This design comes from an exercise in tuning for small area, a short achievable clock period and few clock cycles on the open sky130 flow, not from production work. Only simulation tests tie the RTL to the original design; equivalence was not proved.

===== flow/run.sh =====
#!/bin/bash
# synth_recipe.tcl (not shown) runs the flow's synth.tcl, then flattens the netlist and writes it again
# the make line also repeats each setting of config.mk as NAME=value (left out here)
make -C /OpenROAD-flow-scripts/flow DESIGN_CONFIG=/design/flow/config.mk WORK_HOME=/design/flow/orfs CLKGATE_MAP_FILE= SYNTH_SCRIPT=/design/flow/synth_recipe.tcl finish

===== flow/config.mk =====
export PLATFORM = sky130hd
export DESIGN_NAME = muldiv_engine
export DESIGN_NICKNAME = muldiv_engine
export VERILOG_FILES = /design/flow/design.v
export SDC_FILE = /design/flow/constraint.sdc
export NUM_CORES = 4
export LEC_CHECK = 0
export CAP_MARGIN = 20
export CORE_MARGIN = 2
export CORE_UTILIZATION = 40
export SLEW_MARGIN = 20

===== flow/constraint.sdc =====
create_clock -name core_clock -period 130.0 [get_ports {clk}]
set_input_delay 26.0000 -clock core_clock [delete_from_list [all_inputs] [get_ports {clk}]]
set_output_delay 26.0000 -clock core_clock [all_outputs]
set_load 0.01 [all_outputs]

===== flow/design.v =====
module muldiv_engine #(
    parameter int MULT_CYCLES = 5,
    parameter int DIV_CYCLES  = 10
) (
    input  logic        clk,
    input  logic        reset,
    input  logic        start,
    input  logic [2:0]  op,
    input  logic [31:0] d1,
    input  logic [31:0] d2,
    input  logic        flush,
    output logic        busy,
    output logic [31:0] hi,
    output logic [31:0] lo
);
    localparam int MAX_CYCLES = (MULT_CYCLES > DIV_CYCLES) ? MULT_CYCLES : DIV_CYCLES;
    localparam int CNT_W      = $clog2(MAX_CYCLES + 1);
    localparam logic [2:0] OP_MULT  = 3'd1;
    localparam logic [2:0] OP_MULTU = 3'd2;
    localparam logic [2:0] OP_DIV   = 3'd3;
    localparam logic [2:0] OP_DIVU  = 3'd4;
    localparam logic [2:0] OP_MTHI  = 3'd5;
    localparam logic [2:0] OP_MTLO  = 3'd6;
    typedef enum logic {IDLE, RUN} state_t;
    state_t             state_reg, state_next;
    logic [CNT_W-1:0]   cnt_reg, cnt_next;
    logic [31:0]        hi_reg, hi_next, lo_reg, lo_next;
    logic [31:0]        hi_p_reg, hi_p_next, lo_p_reg, lo_p_next;
    logic               commit_en_reg, commit_en_next;
    logic        accept;
    logic        is_signed;
    logic [63:0] mul_a, mul_b, product;
    logic        a_neg, b_neg;
    logic [31:0] a_mag, b_mag, div_b, q_mag, r_mag, quotient, remainder;
    assign busy = (state_reg == RUN);
    assign hi   = hi_reg;
    assign lo   = lo_reg;
    assign accept    = start && !flush && !busy && (op != 3'd0) && (op != 3'd7);
    assign is_signed = (op == OP_MULT) || (op == OP_DIV);
    assign mul_a   = {{32{is_signed & d1[31]}}, d1};
    assign mul_b   = {{32{is_signed & d2[31]}}, d2};
    assign product = mul_a * mul_b;
    assign a_neg     = is_signed & d1[31];
    assign b_neg     = is_signed & d2[31];
    assign a_mag     = a_neg ? (32'd0 - d1) : d1;
    assign b_mag     = b_neg ? (32'd0 - d2) : d2;
    assign div_b     = (d2 == 32'd0) ? 32'd1 : b_mag;
    assign q_mag     = a_mag / div_b;
    assign r_mag     = a_mag % div_b;
    assign quotient  = (a_neg ^ b_neg) ? (32'd0 - q_mag) : q_mag;
    assign remainder = a_neg ? (32'd0 - r_mag) : r_mag;
    always_comb begin
        state_next     = state_reg;
        cnt_next       = cnt_reg;
        hi_next        = hi_reg;
        lo_next        = lo_reg;
        hi_p_next      = hi_p_reg;
        lo_p_next      = lo_p_reg;
        commit_en_next = commit_en_reg;
        case (state_reg)
            IDLE: begin
                if (accept) begin
                    case (op)
                        OP_MULT, OP_MULTU: begin
                            hi_p_next      = product[63:32];
                            lo_p_next      = product[31:0];
                            commit_en_next = 1'b1;
                            cnt_next       = CNT_W'(MULT_CYCLES);
                            state_next     = RUN;
                        end
                        OP_DIV, OP_DIVU: begin
                            hi_p_next      = remainder;
                            lo_p_next      = quotient;
                            commit_en_next = (d2 != 32'd0);
                            cnt_next       = CNT_W'(DIV_CYCLES);
                            state_next     = RUN;
                        end
                        OP_MTHI: hi_next = d1;
                        OP_MTLO: lo_next = d1;
                        default: ;
                    endcase
                end
            end
            RUN: begin
                cnt_next = cnt_reg - 1'b1;
                if (cnt_reg == CNT_W'(1)) begin
                    state_next = IDLE;
                    if (commit_en_reg) begin
                        hi_next = hi_p_reg;
                        lo_next = lo_p_reg;
                    end
                end
            end
            default: state_next = IDLE;
        endcase
    end
    always_ff @(posedge clk) begin
        if (reset) begin
            state_reg     <= IDLE;
            cnt_reg       <= '0;
            hi_reg        <= '0;
            lo_reg        <= '0;
            hi_p_reg      <= '0;
            lo_p_reg      <= '0;
            commit_en_reg <= 1'b0;
        end else begin
            state_reg     <= state_next;
            cnt_reg       <= cnt_next;
            hi_reg        <= hi_next;
            lo_reg        <= lo_next;
            hi_p_reg      <= hi_p_next;
            lo_p_reg      <= lo_p_next;
            commit_en_reg <= commit_en_next;
        end
    end
endmodule

==> run summary <==
## Yosys cell counts, types with 128 or more instances
library cell / n / area (µm²)
nand2_1: 1410 / 5290
inv_1: 1315 / 4940
fa_1: 1126 / 22500
nor2_1: 759 / 2850
ha_1: 748 / 9360
a21oi_1: 660 / 3300
o21ai_0: 375 / 1880
clkbuf_1: 370 / 1390
xnor2_1: 339 / 2970
and2_1: 275 / 1720
xor2_1: 212 / 1860
a21o_1: 200 / 1500
nor3_1: 182 / 911
a211oi_1: 162 / 1220
nand3_1: 145 / 726
dfxtp_1: 134 / 2680
o21a_1: 128 / 961
## final timing paths
path	end
worst min-delay path	lo_p_reg[6]$_SDFFE_PP0P_
worst min register to register	lo_p_reg[6]$_SDFFE_PP0P_
worst max-delay path	hi_p_reg[24]$_SDFFE_PP0P_
worst max register to register	lo_p_reg[23]$_SDFFE_PP0P_
## layer usage
| layer | track usage, % | part of all wire (%) | up-vias |
|---|---|---|---|
| met4 | 23.9 | 7.9 | 10 |
| met5 | 0 | 0.017 | - |
| met2 | 58.4 | 45 | 3733 |
| met3 | 5.18 | 7.5 | 935 |
| met1 | 46.0 | 40 | 38500 |
| li1 | - | - | 33600 |
## layout make-up
type	instances	area, µm²	share of cell area (%)
tap	2542	3180	3.85
clock buffer	19	464	0.561
clock inverter	13	135	0.163
inverter	1315	4940	5.97
timing repair buffer	335	2550	3.09
sequential	134	2690	3.25
multi-input combinational	8179	68700	83.1
antenna	9	22.5	0.0272
## cells by family (layout without fill, tap and decap cells)
| logic type | after synthesis | count (layout) |
|---|---|---|
| flip-flops | 134 | 134 |
| multiplexers | 56 | 56 |
| XOR/XNOR | 552 | 552 |
| AND/OR/NAND/NOR | 3419 | 3419 |
| adder cells (fa/ha/maj) | 1874 | 1874 |
| AO/OA/AOI/OAI | 2278 | 2278 |
| other | 0 | 9 |
| buffers and inverters | 1827 | 1682 |
## critical path, delay by kind of cell
kind / cells / cell delay (ps)
buffers and inverters: 30 / 8930
AO/OA/AOI/OAI: 155 / 49280
XOR/XNOR: 2 / 790
AND/OR/NAND/NOR: 94 / 28490
multiplexers: 5 / 1700
adder cells (fa/ha/maj): 31 / 10810
==> results.yml <==
worst_hold_path:
  min_path_cells: 2
  hold_path.class: "reg -> reg"
  worstHoldStart: "lo_p_reg[6]$_SDFFE_PP0P_"
synthesis:
  synth_top_family_by_area: "adder cells"
  avgSynthCellArea_um2: 7.69
  synth_ff_type: "dfxtp_1"
  synth_compound_area_share_pct: 19.3
  synthAdderAreaFrac_pct: 40.9
  synth_edf_count: 0
  syn_area_um2: 78000
  async_flop_share_pct: 0
  syn_nets: 12100
  yosysWarnings: 1
  synth_cell_types: 107
  ys_seq_elements: 134
  postSynthCellCount: 10100
  synth_xor_area_share_pct: 6.21
  yosysSeqAreaShare_pct: 3.44
  muxShareOfSynthArea_pct: 0.775
  synth-simple-area-share_pct: 20.4
die:
  start_util_pct: 40.1
  ios: 136
  core_area_um2: 194000
  dieArea_um2: 198000
  placementRows: 162
  fp.dieH_um: 446
  die_w_um: 446
setup_path:
  reg2reg_depth: 6
  worstSetupEndpointType: "flop"
  cp_max_fo: 43
  rr_startpoint: "state_reg$_SDFF_PP0_"
  startpoint: "d2[9]"
  cp-start-kind: "input port"
  cpPeakStageDelay_ps: 1060
  critical_path_class: "in -> reg"
  cp_common_cell: "ha_1"
  rrSetupSlack_ps: 126010
  cp.required_ps: 130400
  critPathArrivalTime_ps: 126530
  cpMaxStageDelayCell: "nor4_1"
timing:
  tightestPinTransition_ps: 1300
  finalSetupTns_ps: 0
  hold_viol: 0
  setup_slack_ps: 3870
  fin_crit_ps: 126130
  fmax_mhz: 7.93
  fin_skew_ps: 20.8
  grt_setup_unrepaired: "no"
  slew_violations: 0
  relSlewSlack_pct: 12.5
  fin_crit_sh_pct: 97.0
  final-setup-viol-count: 0
  hold_slack_ps: 457
finish:
  final_common_cell: "nand2_1"
  layout_common_cells: "1409 x nand2_1, 1314 x inv_1, 1126 x fa_1"
  nNetsFinal: 11900
  syn2layout_area_growth_pct: 6.05
  layout-drive-gt1-share_pct: 5.45
  design_area_um2: 82700
  final_cells: 12500
  fillerInstances: 19900
  final_core_util_pct: 42.5
detailed_routing:
  dr.pass1.iters: 6
  via_per_inst: 6.11
  avgRoutedWirePerCell_um: 29.0
  ant_nets: 0
  vias: 76700
  route.detailed.drc: 0
  drt_iter0_markers: 7595
  finalWirelength_um: 364000
grt:
  grt_pass1_vias: 77900
  grt_max_degree: 74
  antenna_found_initial: 27
  grt_pass1_wl_um: 534000
  grt_overflow: 0
  grtUsageTotal_pct: 36.5
placement:
  dpl_worst_slack_ps: 6120
  portBuffers: 135
  placed_cell_area_um2: 82000
  dp.cells: 12500
  gp_congestion: 1.05
  hpwlAfterDp_um: 289000
clock_tree:
  cts_tree: "done"
  clock_latency_ps: 510
  clock_sinks: 134
  htree_levels: 4
  numCtsBuffers: 17
  ctsHoldBuffers: 0
  clk_pin_slew_ps: 70
  ctsResizeCount: 0
  cts_max_path_buffers: 2
  cts_setup_buffers: 0
  cts_root_buffer: "clkbuf_16"
flow_run:
  maxCapViolCount: 0
run_status:
  outcome: "no timing/DRC/antenna violations"
Testbench counts, summed over its fixed seeds: cycles 24,023.

## port drivers added, routing unchanged
The flow's constraints put no driver on any port. The routed layout listed below was extracted and timed again, unchanged, in two steps. Step 1: set_driving_cell puts a clkbuf_16 on clk and a buf_2 on each other input, an assumption about the parent block. Step 2 times the ports against the registers' clock, not the clock port: input delays grow and output delays shrink by t, the midpoint of the rising clock arrivals with the driver on. a / b / c = ideal / step 1 / step 2; a / b = the first two.
t, ns: 0.566
setup slack, ns: 3.865 / 3.914 / 3.349
slew at the worst register clock pin (ns): 0.09 / 0.09
After both steps setup and hold are still met in this run. The setup slack of this run moves by +0.049 ns with the drivers and by -0.516 ns with both steps.
